Background: an optimization exercise with open tools, aiming at small area, a short achievable clock period and few clock cycles per item. Do not read the settings as production practice. Function was checked by simulation only, so behaviour that the tests miss may differ from the original. No activity file was given, so power comes from the tool's default toggle rates.

### flow/run.sh
#!/bin/bash
# synth_recipe.tcl (not shown) runs the flow's synth.tcl, then flattens the netlist and writes it again
# the make line also repeats each setting of config.mk as NAME=value (left out here)
make -C /OpenROAD-flow-scripts/flow DESIGN_CONFIG=/design/flow/config.mk WORK_HOME=/design/flow/orfs CLKGATE_MAP_FILE= SYNTH_SCRIPT=/design/flow/synth_recipe.tcl finish
### flow/config.mk
export PLATFORM = sky130hd
export DESIGN_NAME = uncore_event_counter_pmu
export DESIGN_NICKNAME = uncore_event_counter_pmu
export VERILOG_FILES = /design/flow/design.v
export SDC_FILE = /design/flow/constraint.sdc
export NUM_CORES = 4
export LEC_CHECK = 0
export CAP_MARGIN = 20
export CORE_MARGIN = 2
export CORE_UTILIZATION = 40
export SLEW_MARGIN = 20
### flow/constraint.sdc
create_clock -name core_clock -period 3.5 [get_ports {i_clk}]
set_input_delay 0.7000 -clock core_clock [delete_from_list [all_inputs] [get_ports {i_clk}]]
set_output_delay 0.7000 -clock core_clock [all_outputs]
set_load 0.01 [all_outputs]
### flow/design.v
`default_nettype none
package uecpmu_pkg;
    localparam int DATA_W    = 32;
    localparam int OFF_W     = 8;
    localparam int PULSE_W   = 8;
    localparam int MASK_W    = 4;
    localparam int IDX_W     = 2;
    localparam int CODE_W    = 8;
    localparam int CMD_W     = 4 + IDX_W + DATA_W + PULSE_W;
    localparam int RES_W     = DATA_W + 2;
    localparam logic [1:0] MODE_RD    = 2'd0;
    localparam logic [1:0] MODE_WR    = 2'd1;
    localparam logic [1:0] MODE_EVENT = 2'd2;
    localparam logic [OFF_W-1:0] OFF_CNT0   = 8'h30;
    localparam logic [OFF_W-1:0] OFF_CTRL   = 8'h40;
    localparam logic [OFF_W-1:0] OFF_EVTYPE = 8'h48;
    localparam logic [OFF_W-1:0] OFF_INTM   = 8'h60;
    localparam logic [OFF_W-1:0] OFF_INTS   = 8'h68;
    localparam logic [OFF_W-1:0] OFF_INTC   = 8'h6C;
    localparam logic [CODE_W-1:0] EVT_NONE = 8'hFF;
    localparam int                CTRL_EN  = 0;
    typedef enum logic [3:0] {
        OP_IDLE,
        OP_EVENT,
        OP_CNT_RD,
        OP_CNT_WR,
        OP_CTRL_RD,
        OP_CTRL_WR,
        OP_EVT_RD,
        OP_EVT_WR,
        OP_MASK_RD,
        OP_MASK_WR,
        OP_STAT_RD,
        OP_CLR_WR,
        OP_NOP,
        OP_ERR
    } t_op;
    typedef struct packed {
        t_op                op;
        logic [IDX_W-1:0]   idx;
        logic [DATA_W-1:0]  data;
        logic [PULSE_W-1:0] pulses;
    } t_cmd;
    typedef struct packed {
        logic [DATA_W-1:0] read_data;
        logic              access_error;
        logic              irq;
    } t_res;
endpackage
`default_nettype wire
`default_nettype none
import uecpmu_pkg::*;
module uecpmu_front
#(
    parameter int NUM_CTRS = 4
) (
    input  wire logic               i_clk,
    input  wire logic               i_rst_n,
    input  wire logic               i_push,
    input  wire logic [1:0]         i_mode,
    input  wire logic [uecpmu_pkg::OFF_W-1:0]   i_reg_offset,
    input  wire logic [uecpmu_pkg::DATA_W-1:0]  i_write_data,
    input  wire logic [uecpmu_pkg::PULSE_W-1:0] i_event_pulses,
    output logic                    o_full,
    output logic                    o_valid,
    output uecpmu_pkg::t_cmd                    o_cmd,
    input  wire logic               i_take
);
    localparam int QD = 2;
    uecpmu_pkg::t_cmd             w_cmd;
    logic [OFF_W-1:0] w_rel;
    logic             w_is_cnt;
    logic             w_wr;
    logic             w_push;
    logic             w_pop;
    logic [uecpmu_pkg::CMD_W-1:0] r_mem [QD];
    logic             r_wp, n_wp;
    logic             r_rp, n_rp;
    logic [1:0]       r_cnt, n_cnt;
    always_comb begin
        w_rel    = i_reg_offset - OFF_CNT0;
        w_is_cnt = (i_reg_offset >= OFF_CNT0) && (w_rel[1:0] == 2'b00) &&
                   ({2'b00, w_rel[7:2]} < OFF_W'(NUM_CTRS));
        w_wr     = (i_mode == MODE_WR);
        w_cmd.idx    = w_rel[3:2];
        w_cmd.data   = i_write_data;
        w_cmd.pulses = i_event_pulses;
        if (i_mode == MODE_EVENT) begin
            w_cmd.op = OP_EVENT;
        end else if (i_mode != MODE_RD && i_mode != MODE_WR) begin
            w_cmd.op = OP_IDLE;
        end else if (w_is_cnt) begin
            w_cmd.op = w_wr ? OP_CNT_WR : OP_CNT_RD;
        end else begin
            case (i_reg_offset)
                OFF_CTRL:   w_cmd.op = w_wr ? OP_CTRL_WR : OP_CTRL_RD;
                OFF_EVTYPE: w_cmd.op = w_wr ? OP_EVT_WR : OP_EVT_RD;
                OFF_INTM:   w_cmd.op = w_wr ? OP_MASK_WR : OP_MASK_RD;
                OFF_INTS:   w_cmd.op = w_wr ? OP_NOP : OP_STAT_RD;
                OFF_INTC:   w_cmd.op = w_wr ? OP_CLR_WR : OP_NOP;
                default:    w_cmd.op = OP_ERR;
            endcase
        end
    end
    assign o_full  = (r_cnt == 2'(QD));
    assign o_valid = (r_cnt != 2'd0);
    assign o_cmd   = r_mem[r_rp];
    assign w_push  = i_push && !o_full;
    assign w_pop   = i_take && o_valid;
    always_comb begin
        n_wp  = w_push ? ~r_wp : r_wp;
        n_rp  = w_pop ? ~r_rp : r_rp;
        n_cnt = r_cnt + 2'(w_push) - 2'(w_pop);
    end
    always_ff @(posedge i_clk) begin
        if (!i_rst_n) begin
            r_wp  <= 1'b0;
            r_rp  <= 1'b0;
            r_cnt <= 2'd0;
        end else begin
            r_wp  <= n_wp;
            r_rp  <= n_rp;
            r_cnt <= n_cnt;
        end
    end
    always_ff @(posedge i_clk) begin
        if (w_push) begin
            r_mem[r_wp] <= w_cmd;
        end
    end
endmodule
`default_nettype wire
`default_nettype none
import uecpmu_pkg::*;
module uecpmu_back
#(
    parameter int NUM_CTRS        = 4,
    parameter int NUM_EVENT_CODES = 8
) (
    input  wire logic i_clk,
    input  wire logic i_rst_n,
    input  wire logic i_valid,
    input  wire uecpmu_pkg::t_cmd i_cmd,
    output logic      o_take,
    output logic      o_empty,
    output uecpmu_pkg::t_res      o_res,
    input  wire logic i_pop
);
    localparam int QD = 2;
    logic [NUM_CTRS-1:0][DATA_W-1:0] r_ctr;
    logic [NUM_CTRS-1:0][DATA_W-1:0] n_ctr;
    logic [DATA_W-1:0] r_evsel, n_evsel;
    logic              r_en, n_en;
    logic [MASK_W-1:0] r_mask, n_mask;
    logic [MASK_W-1:0] r_stat, n_stat;
    uecpmu_pkg::t_res              w_res;
    logic [CODE_W-1:0] w_code;
    logic              w_pop;
    logic [uecpmu_pkg::RES_W-1:0] r_q [QD];
    logic              r_wp, r_rp;
    logic [1:0]        r_qcnt;
    assign w_pop   = i_pop && !o_empty;
    assign o_empty = (r_qcnt == 2'd0);
    assign o_res   = r_q[r_rp];
    assign o_take  = i_valid && ((r_qcnt != 2'(QD)) || w_pop);
    always_comb begin
        n_ctr   = r_ctr;
        n_evsel = r_evsel;
        n_en    = r_en;
        n_mask  = r_mask;
        n_stat  = r_stat;
        w_code  = '0;
        w_res.read_data    = '0;
        w_res.access_error = 1'b0;
        case (i_cmd.op)
            OP_CNT_RD: begin
                for (int i = 0; i < NUM_CTRS; i++) begin
                    if (i_cmd.idx == IDX_W'(i)) begin
                        w_res.read_data = r_ctr[i];
                    end
                end
            end
            OP_CNT_WR: begin
                for (int i = 0; i < NUM_CTRS; i++) begin
                    if (i_cmd.idx == IDX_W'(i)) begin
                        n_ctr[i] = i_cmd.data;
                    end
                end
            end
            OP_CTRL_RD: w_res.read_data = DATA_W'(r_en);
            OP_CTRL_WR: n_en = i_cmd.data[CTRL_EN];
            OP_EVT_RD:  w_res.read_data = r_evsel;
            OP_EVT_WR:  n_evsel = i_cmd.data;
            OP_MASK_RD: w_res.read_data = DATA_W'(r_mask);
            OP_MASK_WR: n_mask = i_cmd.data[MASK_W-1:0];
            OP_STAT_RD: w_res.read_data = DATA_W'(r_stat);
            OP_CLR_WR:  n_stat = r_stat & ~i_cmd.data[MASK_W-1:0];
            OP_ERR:     w_res.access_error = 1'b1;
            OP_EVENT: begin
                if (r_en) begin
                    for (int i = 0; i < NUM_CTRS; i++) begin
                        w_code = r_evsel[8*i +: CODE_W];
                        if (w_code != EVT_NONE &&
                            w_code < CODE_W'(NUM_EVENT_CODES) &&
                            i_cmd.pulses[w_code[2:0]]) begin
                            n_ctr[i] = r_ctr[i] + DATA_W'(1);
                            if (&r_ctr[i]) begin
                                n_stat[i] = 1'b1;
                            end
                        end
                    end
                end
            end
            default: ;
        endcase
        w_res.irq = |(n_stat & ~n_mask);
    end
    always_ff @(posedge i_clk) begin
        if (!i_rst_n) begin
            for (int i = 0; i < NUM_CTRS; i++) begin
                r_ctr[i] <= '0;
            end
            r_evsel <= '1;
            r_en    <= 1'b0;
            r_mask  <= '1;
            r_stat  <= '0;
            r_wp    <= 1'b0;
            r_rp    <= 1'b0;
            r_qcnt  <= 2'd0;
        end else begin
            if (o_take) begin
                r_ctr   <= n_ctr;
                r_evsel <= n_evsel;
                r_en    <= n_en;
                r_mask  <= n_mask;
                r_stat  <= n_stat;
                r_wp    <= ~r_wp;
            end
            if (w_pop) begin
                r_rp <= ~r_rp;
            end
            r_qcnt <= r_qcnt + 2'(o_take) - 2'(w_pop);
        end
    end
    always_ff @(posedge i_clk) begin
        if (o_take) begin
            r_q[r_wp] <= w_res;
        end
    end
endmodule
`default_nettype wire
`default_nettype none
import uecpmu_pkg::*;
module uncore_event_counter_pmu
#(
    parameter int NUM_CTRS        = 4,
    parameter int NUM_EVENT_CODES = 8
) (
    input  wire logic               i_clk,
    input  wire logic               i_rst_n,
    input  wire logic               i_push,
    output logic                    o_full,
    input  wire logic [1:0]         i_mode,
    input  wire logic [uecpmu_pkg::OFF_W-1:0]   i_reg_offset,
    input  wire logic [uecpmu_pkg::DATA_W-1:0]  i_write_data,
    input  wire logic [uecpmu_pkg::PULSE_W-1:0] i_event_pulses,
    output logic                    o_empty,
    input  wire logic               i_pop,
    output logic [uecpmu_pkg::DATA_W-1:0]       o_read_data,
    output logic                    o_access_error,
    output logic                    o_irq
);
    logic w_valid;
    logic w_take;
    uecpmu_pkg::t_cmd w_cmd;
    uecpmu_pkg::t_res w_res;
    uecpmu_front #(
        .NUM_CTRS(NUM_CTRS)
    ) u_front (
        .i_clk         (i_clk),
        .i_rst_n       (i_rst_n),
        .i_push        (i_push),
        .i_mode        (i_mode),
        .i_reg_offset  (i_reg_offset),
        .i_write_data  (i_write_data),
        .i_event_pulses(i_event_pulses),
        .o_full        (o_full),
        .o_valid       (w_valid),
        .o_cmd         (w_cmd),
        .i_take        (w_take)
    );
    uecpmu_back #(
        .NUM_CTRS       (NUM_CTRS),
        .NUM_EVENT_CODES(NUM_EVENT_CODES)
    ) u_back (
        .i_clk  (i_clk),
        .i_rst_n(i_rst_n),
        .i_valid(w_valid),
        .i_cmd  (w_cmd),
        .o_take (w_take),
        .o_empty(o_empty),
        .o_res  (w_res),
        .i_pop  (i_pop)
    );
    assign o_read_data    = w_res.read_data;
    assign o_access_error = w_res.access_error;
    assign o_irq          = w_res.irq;
endmodule
`default_nettype wire
==> results.yml <==
setup_path:
  worstSetupEndpointType: "register"
  ff2ff_setup_slack_ps: 480
  critPathKind: "reg2reg"
  setup.worst_path.end: "u_back.r_ctr[46]$_SDFFE_PN0P_"
  cp_data_required_time_ps: 3970
  crit-reg2reg-capture: "u_back.r_ctr[46]$_SDFFE_PN0P_"
  worst-path-max-fanout: 23
  worstRegToRegCells: 8
  timing.critical_path.cells: "or3b_1 > a221oi_4 > nand3_2 > buf_4 > nor2_1 > buf_4 > a311oi_1 > a211oi_1"
  critical_path.most_common_cell: "sky130_fd_sc_hd__buf_4"
  setup.worst_path.start_class: "register"
  critical_path_arrival_ps: 3490
  cpMaxStageDelayCell: "sky130_fd_sc_hd__a221oi_4"
  max_stage_delay_ps: 550
place:
  place.gp.congestion: 1.02
  placement.io_buffers: 89
  post_place_setup_slack_ps: 232
  dp.final_hpwl_mm: 51.2
die:
  die_h_um: 215
  floorplan.initialDensity_pct: 40.4
  io_pins: 90
  die_w_um: 215
  placeableCoreArea_um2: 44000
  core.rowCount: 77
  die-area_um2: 46200
sta:
  finalWorstPathRequiredPeriod_ps: 3020
  number_of_hold_slack_violations_in_the_final_timing_report: 0
  max_clock_freq_mhz: 331
  timing.setup.tns_ps: 0
  worst_slew_pin_slew_ps: 913
  timing.clock.skew_ps: 23.7
  setup_viol_count_final: 0
  slew_viol_final: 0
  layout_worst_path_cycle_share_pct: 86.3
  final_setup_margin_ps: 478
  unrepaired_setup_endpoints_after_global_routing: "no"
  timing.max_slew.rel_slack_pct: 37.4
clock_network:
  clock_path_buffers: 3
  clkTransAtPathRegs_ps: 60
  h-tree-depth: 2
  cts_root_buf: "sky130_fd_sc_hd__clkbuf_16"
  clock_latency_ps: 580
  post_cts_buffers: 0
  cts_tree: "yes"
  ctsResizeCount: 0
  cts_sinks: 339
  ctsHoldBuffers: 0
  cts_made_buffers: 40
logic_synthesis:
  number_of_enable_flip_flop_cells_after_synthesis: 160
  asyncSetResetFlopFracSynth_pct: 0
  primary_flip_flop_cell_chosen_by_synthesis_mapping: "sky130_fd_sc_hd__dfxtp_1"
  yosys.area.top_type: "sky130_fd_sc_hd__edfxtp_1"
  part_of_the_yosys_area_used_for_sequential_elements_pct: 47.1
  syn_nets: 1843
  ys_seq_elements: 339
  synthMostInstantiatedCell: "sky130_fd_sc_hd__dfxtp_1"
  post_synth_instance_area_um2: 17800
  yosys-top-cells-area: "sky130_fd_sc_hd__edfxtp_1 (27%), sky130_fd_sc_hd__dfxtp_1 (20%), sky130_fd_sc_hd__mux4_2 (4.0%)"
  synthesis.instances: 1782
  synth_area_per_cell_um2: 9.99
  ys_top_cells_by_count: "sky130_fd_sc_hd__dfxtp_1 (179), sky130_fd_sc_hd__nand2_1 (166), sky130_fd_sc_hd__edfxtp_1 (160), sky130_fd_sc_hd__nor2_1 (128), sky130_fd_sc_hd__clkbuf_1 (99)"
  synth.lib_cells_used.distinct: 83
  synth_top_area_share_pct: 27.0
  yosysWarningCount: 2
grt:
  initial_antenna_violation_count: 1
  grt_pass1_vias: 15600
  grt_usage_pct: 29.3
  grt.overflow.total: 0
  global_route_wire_length_before_repair_mm: 102
  grt_start_max_net_pins: 120
power_and_ir_drop:
  power_per_cell_area_nw_per_um2: 642
  power.ir.vdd_worst_mv: 0.335
  leakagePower_nw: 7.18
detailed_routing:
  post_drt_via_cell_ratio: 6.56
  dr.first_iter.drc_count: 2456
  number_of_design_rule_violations_left_after_detail_routing: 0
  wl_per_cell_um: 27.2
  route.vias.total: 16600
  firstDrtPassIters: 7
  antenna_left: 0
  routed_wirelength_mm: 68.7
final_layout:
  drive_gt1_share_pct: 15.4
  diodes: 0
  areaGrowthSynthToFinish_pct: 19.6
  multi_input_comb_area_um2: 8920
  final-seq-area_um2: 8390
  nFillCells: 4151
  finalNetCount: 1961
min_path:
  hold_removal_path_class: "reg2reg"
job:
  maxCapViolations: 0
run_status:
  outcome: "complete, no violations"
metrics by stage:
| step | hold WS (ps) | utilization (%) | area [µm²] | cells | power, mW |
|---|---|---|---|---|---|
| after floorplan | 460 | - | 17800 | 1782 | 7.32 |
| after global placement | 488 | 45.2 | 19900 | 2450 | 9.25 |
| after detailed placement | 491 | 45.2 | 19900 | 2450 | 9.30 |
| after CTS | 506 | 48.4 | 21300 | 2524 | 13.7 |
| after global routing | 527 | 48.4 | 21300 | 2524 | 14.2 |
| final | 504 | 48.4 | 21300 | 2524 | 13.7 |
flip-flops by register name (all words and copies together), names as in the netlist, 2 cells and up, named ones only:
signal and count:
u_back.r_ctr 128, u_front.r_cnt 2, u_front.r_mem 92, u_back.r_evsel 32, u_back.r_stat 4, u_back.r_qcnt 2
u_back.r_q 68, u_back.r_mask 4
worst min-delay path by stage:
stage / start / end / slack [ps] / cells past startpoint
2_1_floorplan: u_back.r_stat[0]$_SDFFE_PN0P_ / u_back.r_stat[0]$_SDFFE_PN0P_ / 460 / 2
3_3_place_gp: u_back.r_stat[0]$_SDFFE_PN0P_ / u_back.r_stat[0]$_SDFFE_PN0P_ / 490 / 2
3_5_place_dp: u_back.r_rp$_SDFFE_PN0P_ / u_back.r_rp$_SDFFE_PN0P_ / 490 / 2
4_1_cts: u_back.r_evsel[14]$_SDFFE_PN1P_ / u_back.r_evsel[14]$_SDFFE_PN1P_ / 510 / 2
5_1_grt: u_back.r_evsel[6]$_SDFFE_PN1P_ / u_back.r_evsel[6]$_SDFFE_PN1P_ / 530 / 2
6_report: u_back.r_evsel[6]$_SDFFE_PN1P_ / u_back.r_evsel[6]$_SDFFE_PN1P_ / 500 / 2
cell families (layout without fill, tap and decap cells):
group                      count (synthesis)  after routing  synth area share, %
adders and majority gates                  7              7                0.492
muxes                                    119            119                 9.29
and+or+nand+nor                          661            661                 18.6
DFF                                      339            339                 47.1
AOI/OAI and AO/OA                        502            502                 20.8
xor gates and xnor gates                  11             11                0.541
buffers and inverters                    143            293                 3.14
critical path: cells and delay by family (launching register included):
| family | cells | cell delay, ps |
|---|---|---|
| flops | 1 | 510 |
| compound gates | 3 | 830 |
| simple gates | 3 | 1020 |
| buf+inv | 2 | 520 |
cell type report:
class | instances | share of cell area [%]
Clock buffer | 50 | 5.22
Clock inverter | 24 | 1.25
Inverter | 23 | 0.405
Multi-Input combinational cell | 1300 | 41.9
Sequential cell | 339 | 39.4
Tap cell | 592 | 3.48
Timing Repair Buffer | 196 | 8.36
power by group:
part	total (mW)	internal (mW)	switching (mW)	leakage, nW
Sequential	5.18	4.81	0.371	2.96
Combinational	4.11	1.66	2.45	3.56
Clock	4.37	2.63	1.74	0.659
routing by layer:
layer | GRT usage [%] | vias to the layer above | part of all wire, %
li1 | - | 7295 | -
met1 | 39.4 | 7964 | 40
met2 | 43.6 | 1073 | 43
met3 | 7.78 | 216 | 12
met4 | 14.3 | 4 | 5.0
met5 | 0.833 | - | 0.10
layout by cell type (no fill, tap or decap), types with 23 or more instances in the layout:
master and n:
sky130_fd_sc_hd__edfxtp_1 160, sky130_fd_sc_hd__nand3_1 85, sky130_fd_sc_hd__o211ai_1 56, sky130_fd_sc_hd__o21ai_0 65, sky130_fd_sc_hd__mux4_2 32, sky130_fd_sc_hd__nor4_1 32, sky130_fd_sc_hd__mux2i_1 36, sky130_fd_sc_hd__dfxtp_1 178
sky130_fd_sc_hd__clkdlybuf4s50_1 88, sky130_fd_sc_hd__a22o_1 30, sky130_fd_sc_hd__nand4_1 42, sky130_fd_sc_hd__nand2_1 166, sky130_fd_sc_hd__o31a_1 23, sky130_fd_sc_hd__a31oi_1 28, sky130_fd_sc_hd__clkbuf_16 42, sky130_fd_sc_hd__nor3_1 59
sky130_fd_sc_hd__buf_4 101, sky130_fd_sc_hd__o22ai_1 29, sky130_fd_sc_hd__nor2_1 126, sky130_fd_sc_hd__mux2_2 49, sky130_fd_sc_hd__a21oi_1 73
Testbench counts, summed over its fixed seeds: cycles 13,607, items 12,000.

## static timing again, ports no longer ideal
In the flow no input, the clock included, has a driving cell. The finished layout below was timed again as built, in two steps.
Step 1 (the two cells are an assumption about what drives the block):
set clk [get_ports {i_clk}]
set_driving_cell -lib_cell sky130_fd_sc_hd__clkbuf_16 $clk
set_driving_cell -lib_cell sky130_fd_sc_hd__buf_2 [delete_from_list [all_inputs] $clk]
Step 2 also shifts input and output timing later by t, the mid clock arrival at the registers, as if the neighbouring blocks saw the same clock.
Three values: ideal, step 1, step 2; two values: the first two.
t (ns): 0.619
slack for setup (ns): 0.478 / 0.478 / 0.141
worst setup path at the end: input to register
After both steps setup and hold are still met in this run. For this run, drivers alone change the setup slack by 0.000 ns; drivers and shift together by -0.337 ns.
